What follows belongs to an exercise in optimizing a design on an open flow for small area and a short achievable clock period; a production flow would make more cautious choices.
Only simulation tests tie the RTL to the original design; equivalence was not proved.

==> 07-12: inputs <==
==> flow/design.v <==
package tetrisPkg;
    localparam int BoardCols   = 10;
    localparam int VisibleRows = 20;
    localparam int HiddenRows  = 4;
    localparam int TotalRows   = VisibleRows + HiddenRows;
    localparam int ObjectBits  = VisibleRows * BoardCols;
    localparam int NumPieces   = 5;
    localparam int RowBits     = 5;
    localparam int ColBits     = 5;
    localparam int SpawnCol    = 5;
    localparam int SpawnRow    = 2;
    localparam logic [1:0] KeyIdle   = 2'd0;
    localparam logic [1:0] KeyLeft   = 2'd1;
    localparam logic [1:0] KeyRight  = 2'd2;
    localparam logic [1:0] KeyRotate = 2'd3;
    localparam logic [6:0] LandScore = 7'd1;
    localparam logic [6:0] RowScore  = 7'd10;
endpackage
`timescale 1ns/1ps
module gameControl
(
    input  logic         clk,
    input  logic         rstReg,
    input  logic [1:0]   keyCode,
    input  logic         dropTick,
    output logic [6:0]   score,
    output logic [2:0]   nextBlock,
    output logic [199:0] objects,
    output logic         fail
);
    function automatic logic [15:0] shapeRects(input logic [2:0] ty, input logic [1:0] rot);
        case (ty)
            3'd0: shapeRects = rot[0] ? 16'b0100_1111_0000_0000 : 16'b1111_0100_0000_0000;
            3'd1: shapeRects = 16'b1100_0110_0000_0000;
            3'd2: case (rot)
                2'd0: shapeRects = 16'b1110_0100_0100_0010;
                2'd1: shapeRects = 16'b0100_1110_1000_0100;
                2'd2: shapeRects = 16'b1110_0100_0100_1000;
                default: shapeRects = 16'b0100_1110_0010_0100;
            endcase
            3'd3: case (rot)
                2'd0: shapeRects = 16'b1110_0100_1000_0010;
                2'd1: shapeRects = 16'b0100_1110_1000_1000;
                2'd2: shapeRects = 16'b1110_0100_0010_1000;
                default: shapeRects = 16'b0100_1110_0010_0010;
            endcase
            default: case (rot)
                2'd0: shapeRects = 16'b0110_0100_1100_0010;
                2'd1: shapeRects = 16'b0100_1100_0010_0110;
                2'd2: shapeRects = 16'b1100_0100_0110_0010;
                default: shapeRects = 16'b0100_0110_0010_1100;
            endcase
        endcase
    endfunction
    function automatic logic [23:0] rowMask(input logic [3:0] e, input logic [23:0] oh);
        for (int r = 0; r < 24; r++) begin
            rowMask[r] = 1'b0;
            for (int j = 0; j < 4; j++)
                if (r + 2 - j >= 0 && r + 2 - j < 24)
                    rowMask[r] = rowMask[r] | (e[j] & oh[r + 2 - j]);
        end
    endfunction
    function automatic logic [9:0] colMask(input logic [3:0] e, input logic [9:0] oh);
        for (int c = 0; c < 10; c++) begin
            colMask[c] = 1'b0;
            for (int j = 0; j < 4; j++)
                if (c + 2 - j >= 0 && c + 2 - j < 10)
                    colMask[c] = colMask[c] | (e[j] & oh[c + 2 - j]);
        end
    endfunction
    localparam logic [23:0] SpawnRowOH = 24'd1 << 2;
    localparam logic [9:0]  SpawnColOH = 10'd1 << 5;
    logic [19:0][9:0] board;      
    logic [23:0] RA, RB;          
    logic [9:0]  CA, CB;          
    logic [4:0]  cRow;            
    logic [23:0] rowOH;           
    always_comb for (int r = 0; r < 24; r++) rowOH[r] = (cRow == 5'(r));
    logic [3:0]  cCol;            
    logic [9:0]  colOH;           
    always_comb for (int c = 0; c < 10; c++) colOH[c] = (cCol == 4'(c));
    logic [15:0] shpRot;          
    logic [1:0]  rot;
    logic        lastIdle;
    logic        busy;
    logic [4:0]  pf;              
    logic [4:0]  wr;              
    logic [9:0]  srcRow;          
    logic        srcFull;
    logic        rotBlk;          
    logic [2:0] curType, nxtType;
    assign curType = (nextBlock == 3'd0) ? 3'd4 : nextBlock - 3'd1;
    assign nxtType = (nextBlock == 3'd4) ? 3'd0 : nextBlock + 3'd1;
    logic active;
    assign active = !busy && !fail;
    always_comb begin
        for (int r = 0; r < 20; r++)
            for (int c = 0; c < 10; c++)
                objects[r * 10 + c] = board[r][c] | (RA[r + 4] & CA[c]) | (RB[r + 4] & CB[c]);
    end
    logic [23:0] XA, XB;    
    logic [9:0]  YA, YB;    
    logic blkDown, blkLeft, blkRight;
    always_comb begin
        XA = '0; XB = '0; YA = '0; YB = '0;
        for (int r = 0; r < 20; r++)
            for (int c = 0; c < 10; c++) begin
                XA[r + 4] = XA[r + 4] | (board[r][c] & CA[c]);
                XB[r + 4] = XB[r + 4] | (board[r][c] & CB[c]);
                YA[c] = YA[c] | (board[r][c] & RA[r + 4]);
                YB[c] = YB[c] | (board[r][c] & RB[r + 4]);
            end
        blkDown = RA[23] | RB[23];
        for (int r = 3; r < 23; r++)
            blkDown = blkDown | (RA[r] & XA[r + 1]) | (RB[r] & XB[r + 1]);
        blkLeft  = CA[0] | CB[0];
        blkRight = CA[9] | CB[9];
        for (int c = 0; c < 9; c++) begin
            blkLeft  = blkLeft  | (CA[c + 1] & YA[c]) | (CB[c + 1] & YB[c]);
            blkRight = blkRight | (CA[c] & YA[c + 1]) | (CB[c] & YB[c + 1]);
        end
    end
    logic [23:0] RAr, RBr;
    logic [9:0]  CAr, CBr;
    assign CAr = colMask(shpRot[15:12], colOH);
    assign RAr = rowMask(shpRot[11:8], rowOH);
    assign CBr = colMask(shpRot[7:4], colOH);
    assign RBr = rowMask(shpRot[3:0], rowOH);
    logic [23:0] XAr, XBr;
    logic rotWall, rotHere, rotBelow;
    always_comb begin
        logic [3:0] ec, er;
        ec = shpRot[15:12] | shpRot[7:4];
        er = shpRot[11:8] | shpRot[3:0];
        rotWall = (ec[0] & (colOH[0] | colOH[1])) | (ec[1] & colOH[0]) | (ec[3] & colOH[9]);
        XAr = '0; XBr = '0;
        for (int r = 0; r < 20; r++)
            for (int c = 0; c < 10; c++) begin
                XAr[r + 4] = XAr[r + 4] | (board[r][c] & CAr[c]);
                XBr[r + 4] = XBr[r + 4] | (board[r][c] & CBr[c]);
            end
        rotHere  = rotWall | (er[3] & rowOH[23]);
        rotBelow = rotWall | (er[3] & rowOH[22]);
        for (int r = 0; r < 24; r++) begin
            rotHere = rotHere | (RAr[r] & XAr[r]) | (RBr[r] & XBr[r]);
            if (r < 23)
                rotBelow = rotBelow | (RAr[r] & XAr[r + 1]) | (RBr[r] & XBr[r + 1]);
        end
    end
    logic mvDown, mvLeft, mvRight, mvRot, lockPiece, clearDone, spawn;
    assign mvDown    = active && dropTick && !blkDown;
    assign lockPiece = active && dropTick && blkDown;
    assign mvLeft    = active && !dropTick && lastIdle && keyCode == 2'd1 && !blkLeft;
    assign mvRight   = active && !dropTick && lastIdle && keyCode == 2'd2 && !blkRight;
    assign mvRot     = active && !dropTick && lastIdle && keyCode == 2'd3 && !rotBlk;
    assign clearDone = busy && pf == 5'd3;
    assign spawn     = clearDone && !fail;
    logic lockHigh;
    assign lockHigh = |RA[3:0] | |RB[3:0];
    logic [9:0] fetch;
    always_comb begin
        fetch = '0;
        for (int r = 0; r < 20; r++)
            if (pf == 5'(r + 4)) fetch = objects[r * 10 +: 10];
    end
    always_ff @(posedge clk) begin
        srcRow  <= fetch;
        srcFull <= &fetch;
    end
    always_ff @(posedge clk) begin
        for (int r = 0; r < 20; r++) begin
            if (rstReg) board[r] <= '0;
            else if (busy && !srcFull && wr == 5'(r + 4)) board[r] <= srcRow;
            else if (busy && pf == 5'(r + 3)) board[r] <= '0;
        end
    end
    logic [15:0] spShp, rsShp;
    assign spShp = shapeRects(nextBlock, 2'd0);
    assign rsShp = shapeRects(3'd0, 2'd0);
    always_ff @(posedge clk) begin
        if (rstReg) begin
            lastIdle  <= 1'b1;
            busy      <= 1'b0;
            pf        <= 5'd23;
            wr        <= 5'd23;
            cRow      <= 5'd2;
            cCol      <= 4'd5;
            CA        <= colMask(rsShp[15:12], SpawnColOH);
            RA        <= rowMask(rsShp[11:8], SpawnRowOH);
            CB        <= colMask(rsShp[7:4], SpawnColOH);
            RB        <= rowMask(rsShp[3:0], SpawnRowOH);
            shpRot    <= shapeRects(3'd0, 2'd1);
            rot       <= 2'd0;
            rotBlk    <= 1'b0;
            score     <= 7'd0;
            nextBlock <= 3'd1;
            fail      <= 1'b0;
        end else begin
            lastIdle <= (keyCode == 2'd0);
            rotBlk   <= !spawn && (mvDown ? rotBelow : rotHere);
            if (lockPiece) begin
                busy <= 1'b1;
                pf   <= 5'd22;
                wr   <= 5'd23;
                if (lockHigh) fail <= 1'b1;
            end else if (busy) begin
                pf <= clearDone ? 5'd23 : pf - 5'd1;
                if (!srcFull) wr <= wr - 5'd1;
                if (clearDone) busy <= 1'b0;
            end
            if (spawn) begin
                score     <= score + 7'd1 + 7'd10 * (7'(wr[3:0]) - 7'd4 + 7'(srcFull));
                nextBlock <= nxtType;
                cRow      <= 5'd2;
                cCol      <= 4'd5;
                CA        <= colMask(spShp[15:12], SpawnColOH);
                RA        <= rowMask(spShp[11:8], SpawnRowOH);
                CB        <= colMask(spShp[7:4], SpawnColOH);
                RB        <= rowMask(spShp[3:0], SpawnRowOH);
                shpRot    <= shapeRects(nextBlock, 2'd1);
                rot       <= 2'd0;
            end else if (mvDown) begin
                cRow  <= cRow + 5'd1;
                RA    <= RA << 1;
                RB    <= RB << 1;
            end else if (mvLeft) begin
                cCol  <= cCol - 4'd1;
                CA    <= CA >> 1;
                CB    <= CB >> 1;
            end else if (mvRight) begin
                cCol  <= cCol + 4'd1;
                CA    <= CA << 1;
                CB    <= CB << 1;
            end else if (mvRot) begin
                RA     <= RAr;
                RB     <= RBr;
                CA     <= CAr;
                CB     <= CBr;
                shpRot <= shapeRects(curType, rot + 2'd2);
                rot    <= rot + 2'd1;
            end
        end
    end
endmodule
==> flow/flow/run.sh <==
#!/bin/bash
# Own flow: the standard layout (standard synthesis unchanged), with
# - port buffers of sky130_fd_sc_hd__buf_2 instead of the resizer's default pick,
# - timing repair aiming for extra setup slack (the clock period stays as given).
set -euo pipefail
bash standard.sh \
  "BUFFER_PORTS_ARGS=-buffer_cell sky130_fd_sc_hd__buf_2" \
  "SETUP_SLACK_MARGIN=9.3" \
  finish > standard_flow.log 2>&1
==> flow/standard.sh <==
#!/bin/bash
# synth_recipe.tcl (not shown) runs the flow's synth.tcl, then flattens the netlist and writes it again
# the make line also repeats each setting of config.mk as NAME=value (left out here)
make -C /OpenROAD-flow-scripts/flow DESIGN_CONFIG=/design/flow/config.mk WORK_HOME=/design/flow/orfs CLKGATE_MAP_FILE= SYNTH_SCRIPT=/design/flow/synth_recipe.tcl "${@:-finish}"
==> flow/config.mk <==
export PLATFORM = sky130hd
export DESIGN_NAME = gameControl
export DESIGN_NICKNAME = gameControl
export VERILOG_FILES = /design/flow/design.v
export SDC_FILE = /design/flow/constraint.sdc
export NUM_CORES = 4
export LEC_CHECK = 0
export CAP_MARGIN = 20
export CORE_MARGIN = 2
export CORE_UTILIZATION = 25
export PLACE_DENSITY = 0.5
export SLEW_MARGIN = 40
==> flow/constraint.sdc <==
create_clock -name core_clock -period 14.0 [get_ports {clk}]
set_input_delay 2.8000 -clock core_clock [delete_from_list [all_inputs] [get_ports {clk}]]
set_output_delay 2.8000 -clock core_clock [all_outputs]
set_load 0.01 [all_outputs]
==> 08-04: changes against 07-12 <==
--- a/flow/design.v
+++ b/flow/design.v
@@ -74,10 +74,6 @@
     logic [23:0] RA, RB;          
     logic [9:0]  CA, CB;          
-    logic [4:0]  cRow;            
     logic [23:0] rowOH;           
-    always_comb for (int r = 0; r < 24; r++) rowOH[r] = (cRow == 5'(r));
-    logic [3:0]  cCol;            
     logic [9:0]  colOH;           
-    always_comb for (int c = 0; c < 10; c++) colOH[c] = (cCol == 4'(c));
     logic [15:0] shpRot;          
     logic [1:0]  rot;
@@ -184,6 +180,6 @@
             pf        <= 5'd23;
             wr        <= 5'd23;
-            cRow      <= 5'd2;
-            cCol      <= 4'd5;
+            rowOH     <= SpawnRowOH;
+            colOH     <= SpawnColOH;
             CA        <= colMask(rsShp[15:12], SpawnColOH);
             RA        <= rowMask(rsShp[11:8], SpawnRowOH);
@@ -212,6 +208,6 @@
                 score     <= score + 7'd1 + 7'd10 * (7'(wr[3:0]) - 7'd4 + 7'(srcFull));
                 nextBlock <= nxtType;
-                cRow      <= 5'd2;
-                cCol      <= 4'd5;
+                rowOH     <= SpawnRowOH;
+                colOH     <= SpawnColOH;
                 CA        <= colMask(spShp[15:12], SpawnColOH);
                 RA        <= rowMask(spShp[11:8], SpawnRowOH);
@@ -221,13 +217,13 @@
                 rot       <= 2'd0;
             end else if (mvDown) begin
-                cRow  <= cRow + 5'd1;
+                rowOH <= rowOH << 1;
                 RA    <= RA << 1;
                 RB    <= RB << 1;
             end else if (mvLeft) begin
-                cCol  <= cCol - 4'd1;
+                colOH <= colOH >> 1;
                 CA    <= CA >> 1;
                 CB    <= CB >> 1;
             end else if (mvRight) begin
-                cCol  <= cCol + 4'd1;
+                colOH <= colOH << 1;
                 CA    <= CA << 1;
                 CB    <= CB << 1;
==> flow/run.sh (new file) <==
#!/bin/bash
# synth_recipe.tcl (not shown) runs the flow's synth.tcl, then flattens the netlist and writes it again
# the make line also repeats each setting of config.mk as NAME=value (left out here)
make -C /OpenROAD-flow-scripts/flow DESIGN_CONFIG=/design/flow/config.mk WORK_HOME=/design/flow/orfs CLKGATE_MAP_FILE= SYNTH_SCRIPT=/design/flow/synth_recipe.tcl finish
removed: flow/flow/run.sh
removed: flow/standard.sh
==> 12-02: changes against 07-12 <==
--- a/flow/design.v
+++ b/flow/design.v
@@ -74,10 +74,6 @@
     logic [23:0] RA, RB;          
     logic [9:0]  CA, CB;          
-    logic [4:0]  cRow;            
     logic [23:0] rowOH;           
-    always_comb for (int r = 0; r < 24; r++) rowOH[r] = (cRow == 5'(r));
-    logic [3:0]  cCol;            
     logic [9:0]  colOH;           
-    always_comb for (int c = 0; c < 10; c++) colOH[c] = (cCol == 4'(c));
     logic [15:0] shpRot;          
     logic [1:0]  rot;
@@ -184,6 +180,6 @@
             pf        <= 5'd23;
             wr        <= 5'd23;
-            cRow      <= 5'd2;
-            cCol      <= 4'd5;
+            rowOH     <= SpawnRowOH;
+            colOH     <= SpawnColOH;
             CA        <= colMask(rsShp[15:12], SpawnColOH);
             RA        <= rowMask(rsShp[11:8], SpawnRowOH);
@@ -212,6 +208,6 @@
                 score     <= score + 7'd1 + 7'd10 * (7'(wr[3:0]) - 7'd4 + 7'(srcFull));
                 nextBlock <= nxtType;
-                cRow      <= 5'd2;
-                cCol      <= 4'd5;
+                rowOH     <= SpawnRowOH;
+                colOH     <= SpawnColOH;
                 CA        <= colMask(spShp[15:12], SpawnColOH);
                 RA        <= rowMask(spShp[11:8], SpawnRowOH);
@@ -221,13 +217,13 @@
                 rot       <= 2'd0;
             end else if (mvDown) begin
-                cRow  <= cRow + 5'd1;
+                rowOH <= rowOH << 1;
                 RA    <= RA << 1;
                 RB    <= RB << 1;
             end else if (mvLeft) begin
-                cCol  <= cCol - 4'd1;
+                colOH <= colOH >> 1;
                 CA    <= CA >> 1;
                 CB    <= CB >> 1;
             end else if (mvRight) begin
-                cCol  <= cCol + 4'd1;
+                colOH <= colOH << 1;
                 CA    <= CA << 1;
                 CB    <= CB << 1;
--- a/flow/flow/run.sh
+++ b/flow/flow/run.sh
@@ -6,4 +6,4 @@
 bash standard.sh \
   "BUFFER_PORTS_ARGS=-buffer_cell sky130_fd_sc_hd__buf_2" \
-  "SETUP_SLACK_MARGIN=9.3" \
+  "SETUP_SLACK_MARGIN=9.2" \
   finish > standard_flow.log 2>&1
==> 11-01: changes against 07-12 <==
--- a/flow/design.v
+++ b/flow/design.v
@@ -77,7 +77,5 @@
     logic [23:0] rowOH;           
     always_comb for (int r = 0; r < 24; r++) rowOH[r] = (cRow == 5'(r));
-    logic [3:0]  cCol;            
     logic [9:0]  colOH;           
-    always_comb for (int c = 0; c < 10; c++) colOH[c] = (cCol == 4'(c));
     logic [15:0] shpRot;          
     logic [1:0]  rot;
@@ -185,5 +183,5 @@
             wr        <= 5'd23;
             cRow      <= 5'd2;
-            cCol      <= 4'd5;
+            colOH     <= SpawnColOH;
             CA        <= colMask(rsShp[15:12], SpawnColOH);
             RA        <= rowMask(rsShp[11:8], SpawnRowOH);
@@ -213,5 +211,5 @@
                 nextBlock <= nxtType;
                 cRow      <= 5'd2;
-                cCol      <= 4'd5;
+                colOH     <= SpawnColOH;
                 CA        <= colMask(spShp[15:12], SpawnColOH);
                 RA        <= rowMask(spShp[11:8], SpawnRowOH);
@@ -225,9 +223,9 @@
                 RB    <= RB << 1;
             end else if (mvLeft) begin
-                cCol  <= cCol - 4'd1;
+                colOH <= colOH >> 1;
                 CA    <= CA >> 1;
                 CB    <= CB >> 1;
             end else if (mvRight) begin
-                cCol  <= cCol + 4'd1;
+                colOH <= colOH << 1;
                 CA    <= CA << 1;
                 CB    <= CB << 1;
--- a/flow/flow/run.sh
+++ b/flow/flow/run.sh
@@ -6,4 +6,4 @@
 bash standard.sh \
   "BUFFER_PORTS_ARGS=-buffer_cell sky130_fd_sc_hd__buf_2" \
-  "SETUP_SLACK_MARGIN=9.3" \
+  "SETUP_SLACK_MARGIN=9.2" \
   finish > standard_flow.log 2>&1
CORE_UTILIZATION = 30   (was 25)
PLACE_DENSITY = 0.55   (was 0.5)
==> results.json <==
{
  "status": "timing/DRC/antenna clean",
  "ys_seq_area_share_pct": 24.9,
  "dr.pass1.iters": 14,
  "bufAreaShareNonClock_pct": 10.2,
  "critPathRequiredTime_ns": 11.20,
  "leakagePower_nw": 11.0,
  "core-area_sq_mm": 0.111,
  "cp_slowest_cell": "dfxtp_2",
  "ctsResizeCount": 0
}
the above is filed under 08-04

==> results.json <==
{
  "status": "timing/DRC/antenna clean",
  "n_all_buffers": 391,
  "synthXorXnorAreaFrac_pct": 0.565,
  "cp_slowest_cell": "dfxtp_1",
  "cts_tree": "built",
  "bufAreaShareNonClock_pct": 8.40,
  "drive_gt1_share_pct": 16.5,
  "rsz0062_at_grt": "false",
  "core-area_sq_mm": 0.111,
  "fin_cells": 5144,
  "ctsResizeCount": 70,
  "critPathRequiredTime_ns": 11.20,
  "place.port_buffers": 215,
  "dr.pass1.iters": 13
}
the above is filed under 12-02

==> results.json <==
{
  "core-area_sq_mm": 0.0903,
  "critPathRequiredTime_ns": 14.55,
  "ys_seq_area_share_pct": 24.2,
  "cp_slowest_cell": "a221oi_1",
  "status": "timing/DRC/antenna clean",
  "leakagePower_nw": 11.3,
  "bufAreaShareNonClock_pct": 8.49,
  "ctsResizeCount": 58
}
the above is filed under 11-01

==> results.json <==
{
  "yosys.area.top_type": "dfxtp_1",
  "bufAreaShareNonClock_pct": 10.9,
  "grt_use_met2_pct": 49.2,
  "leakagePower_nw": 11.7,
  "core-area_sq_mm": 0.109,
  "cp_slowest_cell": "dfxtp_1",
  "status": "timing/DRC/antenna clean",
  "busiest_layer": "met2",
  "n_fill_cell": 11700,
  "met3_length_um": 38600,
  "dr.pass1.iters": 17,
  "ys_seq_area_share_pct": 23.7,
  "critPathRequiredTime_ns": 11.20,
  "utilization_pct": 30.0
}
the above is filed under 07-12

==> re-timing with driven ports <==
No port has a modelled driver above. Below, the same layouts with a new extraction and two added sets of constraints. Step 1, drivers: a clkbuf_16 drives clk and a buf_2 each remaining input, both assumed. Step 2 adds t to the input delays and takes it off the output delays; t is the mean of the earliest and latest rising clock arrival at the registers after step 1. Input paths then give back, and output paths get back, about the clock's delay inside the block. Three values: no drivers, after step 1, after step 2; two values: the first two.
| run | t (ns) | slack for setup (ns) | hold slack, ns | latest minus earliest clock arrival (ns) |
|---|---|---|---|---|
| 07-12 | 0.676 | 9.096 / 9.022 / 8.665 | 0.465 / 0.465 / 0.465 | 0.051 / 0.051 |
| 08-04 | 0.706 | 7.892 / 7.819 / 8.325 | 0.475 / 0.475 / 0.475 | 0.053 / 0.053 |
| 12-02 | 0.730 | 9.075 / 8.995 / 8.726 | 0.495 / 0.495 / 0.495 | 0.061 / 0.060 |
| 11-01 | 0.694 | 8.994 / 8.994 / 8.656 | 0.452 / 0.452 / 0.452 | 0.017 / 0.016 |
After both steps every run listed still meets setup and hold. The setup slack of 07-12, which loses most, moves by -0.074 ns with the drivers and by -0.431 ns with both steps.
